From an optimization exercise on the open Yosys and OpenROAD flow, aimed at small area; shortcuts taken in it are not production practice. At most, simulation tests tie the RTL to the original design; equivalence was not proved. Power is estimated from default activity; no workload was simulated.

Setup of v48:
// matrix_alu
module matrix_alu (
    input  logic        clk,
    input  logic        reset,
    input  logic        start,
    input  logic [2:0]  op,
    input  logic [15:0] a,
    input  logic [15:0] b,
    input  logic [3:0]  scalar,
    output logic [35:0] result,
    output logic [8:0]  det,
    output logic        singular,
    output logic        done
);
clock: 8.0 ns
lec_check: 0
cap_margin: 20
core_margin: 2
core_utilization: 55
slew_margin: 20
synth_hierarchical: 1
standard.sh (not shown) runs the stock make flow with config.mk's settings and CLKGATE_MAP_FILE= SYNTH_SCRIPT=/design/flow/synth_recipe.tcl, a recipe that flattens the netlist after the stock synthesis.
==> flow/flow/run.sh <==
#!/bin/bash
set -euo pipefail
cd "$(dirname "$0")/.."
export BUFFER_PORTS_ARGS="-buffer_cell sky130_fd_sc_hd__buf_1"
export CTS_ARGS="-sink_clustering_enable -repair_clock_nets -buf_list sky130_fd_sc_hd__clkbuf_4 -dont_use_dummy_load"
export GLOBAL_PLACEMENT_ARGS="-keep_resize_below_overflow 0"
bash standard.sh > standard.log 2>&1
### v48 -> v15
--- a/flow/config.mk
+++ b/flow/config.mk
@@ -10 +10 @@
-export CORE_UTILIZATION = 55
+export CORE_UTILIZATION = 40
Notes after the runs:
Of v15 and v48, it is v15 that has the lower share of the core filled with cells in the final layout.
In the tables for v15 and v48, global-route usage reads higher with v48.
v15 improves on v48 in power.
Going from v48 to v15, first-pass GRT wire length now sits higher; final area moved up.
The inputs of v39 differ from those of v15 as listed below.
--- a/flow/flow/run.sh
+++ b/flow/flow/run.sh
@@ -5 +5 @@
-export CTS_ARGS="-sink_clustering_enable -repair_clock_nets -buf_list sky130_fd_sc_hd__clkbuf_4 -dont_use_dummy_load"
+export CTS_ARGS="-sink_clustering_enable -repair_clock_nets -buf_list sky130_fd_sc_hd__clkbuf_8 -root_buf sky130_fd_sc_hd__clkbuf_4 -dont_use_dummy_load"
--- outcome ---
Diff v15..v39 | via count | unchanged. Overall die area: v39 vs v15 identical. Re number of well-tap cells placed: no difference whatsoever between v39 and v15. From v39 to v15, area after synthesis did not move at all. Reported for v15 and v39, met2 capacity usage during global routing turned out identical to the last digit. Re effective utilization at floorplan: no difference whatsoever between v39 and v15. Reported for v15 and v39, worst IR drop on VDD turned out identical to the last digit. Diff v39..v15 | placer congestion estimate | unchanged. Reported for v15 and v39, final instance area turned out identical to the last digit.
Function was not checked in any run of this note: the RTL went through the layout flow alone.

north:
Another version of the RTL of matrix_alu (not shown whole).
For scale: roughly 560 cells after synthesis, about 36 flip-flops, about 89 I/O pins, ~0.0052 sq mm of cells after synthesis.
export LEC_CHECK = 0
export CAP_MARGIN = 20
export CORE_MARGIN = 2
export CORE_UTILIZATION = 60
export SLEW_MARGIN = 20
export SYNTH_HIERARCHICAL = 1
create_clock -name core_clock -period 8.0 [get_ports {clk}]
==> flow/flow/run.sh <==
#!/bin/bash
set -euo pipefail
cd "$(dirname "$0")/.."
export BUFFER_PORTS_ARGS="-buffer_cell sky130_fd_sc_hd__buf_1"
export CTS_ARGS="-repair_clock_nets -buf_list sky130_fd_sc_hd__clkbuf_4 -root_buf sky130_fd_sc_hd__clkbuf_4 -dont_use_dummy_load"
export GLOBAL_PLACEMENT_ARGS="-keep_resize_below_overflow 0"
bash standard.sh > standard.log 2>&1
Inputs modified between north and south:
- changing CORE_UTILIZATION from 60 to 40
==> flow/flow/run.sh <==
#!/bin/bash
set -euo pipefail
cd "$(dirname "$0")/.."
export BUFFER_PORTS_ARGS="-buffer_cell sky130_fd_sc_hd__buf_1"
export CTS_ARGS="-sink_clustering_enable -repair_clock_nets -buf_list sky130_fd_sc_hd__clkbuf_8 -root_buf sky130_fd_sc_hd__clkbuf_8 -dont_use_dummy_load"
export GLOBAL_PLACEMENT_ARGS="-keep_resize_below_overflow 0"
bash standard.sh > standard.log 2>&1
Notes after the runs:
The final weighted congestion in routability-driven placement number comes out lower for south vs north.
Max width of the die across north and south: south
Global-route usage over all layers (higher): north
What east does differently from south at the input level:
- CORE_UTILIZATION now 50, was 40
==> flow/flow/run.sh <==
#!/bin/bash
set -euo pipefail
cd "$(dirname "$0")/.."
export BUFFER_PORTS_ARGS="-buffer_cell sky130_fd_sc_hd__buf_1"
export CTS_ARGS="-repair_clock_nets -buf_list sky130_fd_sc_hd__clkbuf_4 -root_buf sky130_fd_sc_hd__clkbuf_4 -dont_use_dummy_load"
export GLOBAL_PLACEMENT_ARGS="-keep_resize_below_overflow 0"
bash standard.sh > standard.log 2>&1
Notes after the runs:
Reported for east and south, number of nets with antenna violations after routing turned out identical to the last digit.
Cmp east and south / final critical path time including I/O delays and setup / lower: south
Between east and south, number of placement rows is lower for east, south comes in above that.
#### Input delta (west over east)
- swapping 50 for 40 in CORE_UTILIZATION
Results
Higher worst slack at placement goes to west over east.
Minimum clock period was higher in the run labelled east.
Relative area of clock buffers and inverters in the final design across east and west: no real change.
met3 usage in global routing ended up 0.34 points higher on west than on east.
east ended up with fewer cell instances than west did.
The fraction of power spent switching nets of west exceeds that of east by 0.24 points.
Taking east as the reference, in west final period utilization fell by 0.39 points; combinational group share of total power rose by 0.5 points.

Setup of old:
Another version of the RTL of matrix_alu (not shown whole).
Size in the first run: ~0.0056 mm² of cells after synthesis.
==> flow/config.mk <==
export PLATFORM = sky130hd
export DESIGN_NAME = matrix_alu
export DESIGN_NICKNAME = matrix_alu
export VERILOG_FILES = /design/flow/design.v
export SDC_FILE = /design/flow/constraint.sdc
export NUM_CORES = 4
export LEC_CHECK = 0
export CAP_MARGIN = 20
export CORE_MARGIN = 2
export CORE_UTILIZATION = 40
export SLEW_MARGIN = 20
export SYNTH_HIERARCHICAL = 1
==> flow/constraint.sdc <==
create_clock -name core_clock -period 8.0 [get_ports {clk}]
set_input_delay 1.6000 -clock core_clock [delete_from_list [all_inputs] [get_ports {clk}]]
set_output_delay 1.6000 -clock core_clock [all_outputs]
set_load 0.01 [all_outputs]
==> flow/flow/run.sh <==
#!/bin/bash
set -euo pipefail
cd "$(dirname "$0")/.."
export BUFFER_PORTS_ARGS="-buffer_cell sky130_fd_sc_hd__buf_1"
export CTS_ARGS="-sink_clustering_enable -repair_clock_nets -buf_list sky130_fd_sc_hd__clkbuf_4 -dont_use_dummy_load"
bash standard.sh > standard.log 2>&1
old | status: complete | timing, DRC, antenna: pass
#### Input delta (new over old)
diff --git a/flow/flow/run.sh b/flow/flow/run.sh
--- a/flow/flow/run.sh
+++ b/flow/flow/run.sh
@@ -5,2 +5,3 @@
 export CTS_ARGS="-sink_clustering_enable -repair_clock_nets -buf_list sky130_fd_sc_hd__clkbuf_4 -dont_use_dummy_load"
+export GLOBAL_PLACEMENT_ARGS="-keep_resize_below_overflow 0"
 bash standard.sh > standard.log 2>&1
### Flow results
Per the comparison of new with old, final total power was more or less identical, wire length after detailed routing went up by 530 µm, global-route track usage on met1 went up by 0.61 points, final area went down by about 0.6%. Between old and new, the last weighted congestion value of the routability-driven placer is lower for new. new vs old, launching instance or port of the critical path: opr[1] vs ar[0]. Relative to old, the tightest hold margin of new is higher by 52 ps. In the tables for old and new, fraction of area in multi-input gates reads higher with new. In new relative to old, global-route wire length before repair had gone up by a few percent. Diff old -> new | met3 track demand over resource in global routing | decrease of 1.1 points.

Setup of exp/indigo:
matrix_alu, a different RTL version from the one above (not shown whole).
For scale: ~650 cells after synthesis, roughly 36 flip-flops, roughly 0.0067 mm2 of cells after synthesis.
clock: 8.0 ns
lec_check: 0
cap_margin: 0
core_margin: 2
core_utilization: 40
cts_buf_list: sky130_fd_sc_hd__clkbuf_8
gpl_timing_driven: 0
slew_margin: 0
synth_hierarchical: 1
run.sh (not shown) runs the stock make flow with config.mk's settings and CLKGATE_MAP_FILE= SYNTH_SCRIPT=/design/flow/synth_recipe.tcl, a recipe that flattens the netlist after the stock synthesis.
Stock flow here: none of the scripts above is used.
### exp/indigo -> exp/violet
Settings: CTS_BUF_LIST now sky130_fd_sc_hd__clkbuf_4, was sky130_fd_sc_hd__clkbuf_8; GPL_TIMING_DRIVEN no longer set, was 0; CTS_CLUSTER_SIZE now 40, previously not set.
### Flow results
exp/violet | status: complete | timing, DRC, antenna: pass
Max number of cells upsized or downsized after cts across exp/violet and exp/indigo: exp/indigo
Against exp/indigo, exp/violet reports a post-detailed-routing wire length that is lower.
Sort exp/violet and exp/indigo by sequential share of layout area, ascending, and exp/indigo comes first.
Looking at reported net switching power, exp/violet sits below exp/indigo.
Higher total power goes to exp/indigo over exp/violet.
Compared with exp/indigo, in exp/violet combinational share of power saw a decrease; average wire per standard cell saw an increase; met2 wirelength from detailed routing saw an increase.
Here is what was changed in the inputs of exp/onyx compared with exp/violet.
Settings: changing SLEW_MARGIN from 0 to 20; removing CTS_CLUSTER_SIZE (formerly 40); changing CAP_MARGIN from 0 to 20; removing CTS_BUF_LIST (formerly sky130_fd_sc_hd__clkbuf_4).
Findings:
Reported for exp/onyx and exp/violet, synthesized cell count turned out identical to the last digit. Side by side, setup slack turned out lower in exp/onyx than in exp/violet. Relative area of non-clock buffer cells in the final design: exp/onyx vs exp/violet down 0.40 points. exp/onyx -> exp/violet: global-route wire length before repair flat. Comparing exp/onyx and exp/violet, via count is higher on exp/violet. For exp/violet, the start point of the critical path was ar[9]$_SDFFE_PP0P_, unlike exp/onyx, where it was ar[1]$_DFFE_PP_. Looking at exp/onyx and exp/violet, the maximum vdd ir drop is a wash.

matrix_alu, a different RTL version from the one above (not shown whole).
Size in the first run: roughly 580 cells after synthesis, ~36 flip-flops, roughly 89 I/O pins, ~5700 um^2 of cells after synthesis.
==> flow/design.v (excerpt) <==
module matrix_alu (
    input  logic        clk,
    input  logic        reset,
    input  logic        start,
    input  logic [2:0]  op,
    input  logic [15:0] a,
    input  logic [15:0] b,
    input  logic [3:0]  scalar,
    output logic [35:0] result,
    output logic [8:0]  det,
    output logic        singular,
    output logic        done
);
    logic [2:0]  opr;       
    logic [15:0] ar;        
    logic [15:0] brx;       
    always_ff @(posedge clk) begin
        if (reset) done <= 1'b0;
        else       done <= start;
    end
    logic sel_b, sel_s, sel_t, sel_d, sel_o;
    assign sel_s = (op == 3'd2);
    assign sel_t = (op == 3'd4);
    assign sel_d = (op == 3'd5);
    assign sel_b = ~(sel_s | sel_t | sel_d);        
    assign sel_o = ~(sel_t | sel_d);                
    logic [15:0] b_in_x;
    for (genvar k = 0; k < 4; k++) begin : g_bin
        sel4 u_11 (.s({sel_b, sel_s, sel_t, sel_d}),
                   .d({b[12 + k], scalar[k], a[12 + k], a[k]}), .y(b_in_x[12 + k]));
        sel3_n u_12 (.s({sel_o, sel_t, sel_d}),
                     .d({b[8 + k], a[4 + k], a[8 + k]}), .y(b_in_x[8 + k]));
        sel3_n u_21 (.s({sel_o, sel_t, sel_d}),
                     .d({b[4 + k], a[8 + k], a[4 + k]}), .y(b_in_x[4 + k]));
        sel4 u_22 (.s({sel_b, sel_s, sel_t, sel_d}),
                   .d({b[k], scalar[k], a[k], a[12 + k]}), .y(b_in_x[k]));
    end
    always_ff @(posedge clk) begin
        if (reset) begin
            opr       <= 3'd7;
  ...
Settings: LEC_CHECK=0, CAP_MARGIN=20, CORE_MARGIN=2, CORE_UTILIZATION=40, SLEW_MARGIN=20, SYNTH_HIERARCHICAL=1; clock period 8.0 ns.
standard.sh (not shown) runs the stock make flow with config.mk's settings and CLKGATE_MAP_FILE= SYNTH_SCRIPT=/design/flow/synth_recipe.tcl, a recipe that flattens the netlist after the stock synthesis.
==> flow/flow/run.sh <==
#!/bin/bash
set -euo pipefail
cd "$(dirname "$0")/.."
export BUFFER_PORTS_ARGS="-buffer_cell sky130_fd_sc_hd__buf_1"
export CTS_ARGS="-sink_clustering_enable -repair_clock_nets -buf_list sky130_fd_sc_hd__clkbuf_4 -dont_use_dummy_load"
bash standard.sh > standard.log 2>&1
Edit:
Settings changed: GPL_TIMING_DRIVEN set to 0.
The changed run produced a clean layout.
Clock power falls by about 1%.
Sequential power is lower by about 3%.
Non-clock buffer count increases by 23.
Worst setup slack loses 0.038 ns.
Design area went up by 2.0%.
Via count rose by 1.1%.
Clock-buffer cell count stays the same.
Global-route usage stays flat.
Edit:
Settings changed: CORE_UTILIZATION 40 to 60, GPL_TIMING_DRIVEN 0 to unset, PLACE_DENSITY set to 0.75.
Design area fell by 2.9%.
Sequential share of layout area rose by 0.46 points.
Hold slack degrades by 0.011 ns.
Cell count fell by 10%.
Routed wire length is about the same.
Edit:
Settings changed: CAP_MARGIN 20 to 0, CORE_UTILIZATION 60 to 40, PLACE_DENSITY 0.75 to unset, SLEW_MARGIN 20 to 0.
Outcome: First-iteration DRC count grows by 0.31%; total power decreases by 0.37%; core utilization came out lower by 22 points; cell count grows by 8.6%; wire length is about the same.
Edit:
==> flow/flow/run.sh (replaced) <==
#!/bin/bash
set -euo pipefail
cd "$(dirname "$0")/.."
export BUFFER_PORTS_ARGS="-buffer_cell sky130_fd_sc_hd__buf_1"
export CTS_ARGS="-sink_clustering_enable -sink_clustering_size 40 -sink_clustering_max_diameter 300 -repair_clock_nets -buf_list sky130_fd_sc_hd__clkbuf_8 -root_buf sky130_fd_sc_hd__clkbuf_8 -dont_use_dummy_load"
bash standard.sh > standard.log 2>&1
Settings changed: CAP_MARGIN 0 to 20, SLEW_MARGIN 0 to 20.
=> The changed run completed without violations; register-to-register slack is about the same; routed wire length stays flat; design area rose by 0.51%; via count rose by 0.79%; combinational power stays flat; setup slack gets better by 0.086 ns; total power rose by 3.2%; utilization rose by 0.23 points; count of clock-buffer cells in the layout stays the same; cell count does not change; sequential share of layout area hardly moves.
Edit:
==> flow/flow/run.sh (replaced) <==
#!/bin/bash
set -euo pipefail
cd "$(dirname "$0")/.."
export BUFFER_PORTS_ARGS="-buffer_cell sky130_fd_sc_hd__buf_1"
export CTS_ARGS="-sink_clustering_enable -sink_clustering_size 40 -sink_clustering_max_diameter 300 -repair_clock_nets -buf_list sky130_fd_sc_hd__clkbuf_4 -dont_use_dummy_load"
bash standard.sh > standard.log 2>&1
Outcome: The changed run finished with timing, DRC and antenna clean; setup slack gets worse by 0.086 ns; critical path depth does not change; power went down by 3.1%; register-to-register slack is about the same; global-route usage barely changes; clock skew is unchanged; via count went down by 0.78%; clock power went down by 26%; routed wire length is about the same.
No run of this note included a check of the RTL's function; only the layout flow was run.

Setup of the reference run:
Another version of the RTL of matrix_alu (not shown whole).
Size in the first run: roughly 590 cells after synthesis, about 89 I/O pins, roughly 5400 sq um of cells after synthesis.
export LEC_CHECK = 0
export CAP_MARGIN = 20
export CORE_MARGIN = 2
export CORE_UTILIZATION = 40
export SLEW_MARGIN = 20
export SYNTH_HIERARCHICAL = 1
create_clock -name core_clock -period 8.0 [get_ports {clk}]
==> flow/flow/run.sh <==
#!/bin/bash
set -euo pipefail
cd "$(dirname "$0")/.."
export BUFFER_PORTS_ARGS="-buffer_cell sky130_fd_sc_hd__buf_1"
export CTS_ARGS="-sink_clustering_enable -repair_clock_nets -buf_list sky130_fd_sc_hd__clkbuf_8 -root_buf sky130_fd_sc_hd__clkbuf_4 -tree_buf sky130_fd_sc_hd__clkbuf_8 -dont_use_dummy_load"
export GLOBAL_PLACEMENT_ARGS="-keep_resize_below_overflow 0"
bash standard.sh > standard.log 2>&1
The following lists how the trial run was set up differently from the reference run:
==> flow/flow/run.sh <==
#!/bin/bash
set -euo pipefail
cd "$(dirname "$0")/.."
export BUFFER_PORTS_ARGS="-buffer_cell sky130_fd_sc_hd__buf_1"
export CTS_ARGS="-sink_clustering_enable -repair_clock_nets -buf_list sky130_fd_sc_hd__clkbuf_4 -dont_use_dummy_load"
export GLOBAL_PLACEMENT_ARGS="-keep_resize_below_overflow 0"
bash standard.sh > standard.log 2>&1
## What came out
No stage failed in the trial run, and the final checks on the layout all came back clean.
As far as height of the die goes, the trial run and the reference run are indistinguishable; the numbers are identical.
Re final critical delay including setup and external delays: no difference whatsoever between the reference run and the trial run.
Reported for the reference run and the trial run, clock net sink count turned out identical to the last digit.
[compare] base=the reference run new=the trial run: share of total power in sequential cells saw little to no change, proportion of cell area occupied by registers saw little to no change, power saw little to no change, worst setup margin saw little to no change, routed wire length saw little to no change.
Reported for the reference run and the trial run, via count turned out identical to the last digit.
Core area: the reference run vs the trial run — no meaningful difference
From the trial run to the reference run, summed area of non-filler cells in the final layout did not move at all.

==> separate check: timing with driven ports <==
Ports are ideal in the flow. The routed layouts listed here were re-timed in OpenROAD.
Step 1, drivers: a clkbuf_16 drives clk and a buf_2 each remaining input, both assumed.
Step 2, shift: input delay + t, output delay - t, t = (earliest + latest rising clock arrival at the registers) / 2. This alone moves slack from input paths to output paths.
a / b / c = no drivers / after step 1 / after step 2; a / b = the first two.
| run | shift t [ns] | slack for setup (ns) | worst register clock-pin slew, ns |
|---|---|---|---|
| v48 | 0.361 | 0.448 / 0.419 / 0.780 | 0.11 / 0.11 |
| v15 | 0.357 | 0.511 / 0.487 / 0.844 | 0.12 / 0.12 |
| v39 | 0.357 | 0.511 / 0.487 / 0.844 | 0.12 / 0.12 |
| north | 0.350 | 0.395 / 0.370 / 0.720 | 0.10 / 0.10 |
| south | 0.310 | 0.435 / 0.410 / 0.720 | 0.07 / 0.07 |
| east | 0.350 | 0.396 / 0.372 / 0.722 | 0.11 / 0.11 |
| west | 0.359 | 0.427 / 0.403 / 0.762 | 0.11 / 0.11 |
| old | 0.338 | 0.694 / 0.674 / 1.012 | 0.11 / 0.11 |
| new | 0.321 | 0.487 / 0.467 / 0.788 | 0.11 / 0.11 |
| exp/indigo | 0.306 | 0.209 / 0.185 / 0.491 | 0.08 / 0.08 |
| exp/violet | 0.358 | 0.401 / 0.373 / 0.731 | 0.11 / 0.11 |
| exp/onyx | 0.310 | 0.278 / 0.241 / 0.551 | 0.05 / 0.05 |
| the first run of note 5 | 0.344 | 0.540 / 0.520 / 0.864 | 0.11 / 0.11 |
| the second run of note 5 | 0.331 | 0.503 / 0.483 / 0.814 | 0.11 / 0.11 |
| the third run of note 5 | 0.334 | 0.451 / 0.431 / 0.765 | 0.11 / 0.11 |
| the fourth run of note 5 | 0.344 | 0.540 / 0.520 / 0.864 | 0.11 / 0.11 |
| the fifth run of note 5 | 0.294 | 0.626 / 0.604 / 0.898 | 0.08 / 0.08 |
| the sixth run of note 5 | 0.344 | 0.540 / 0.520 / 0.864 | 0.11 / 0.11 |
| the reference run | 0.346 | 0.465 / 0.444 / 0.790 | 0.12 / 0.12 |
| the trial run | 0.346 | 0.465 / 0.444 / 0.790 | 0.12 / 0.12 |
After both steps every run listed still meets setup and hold.
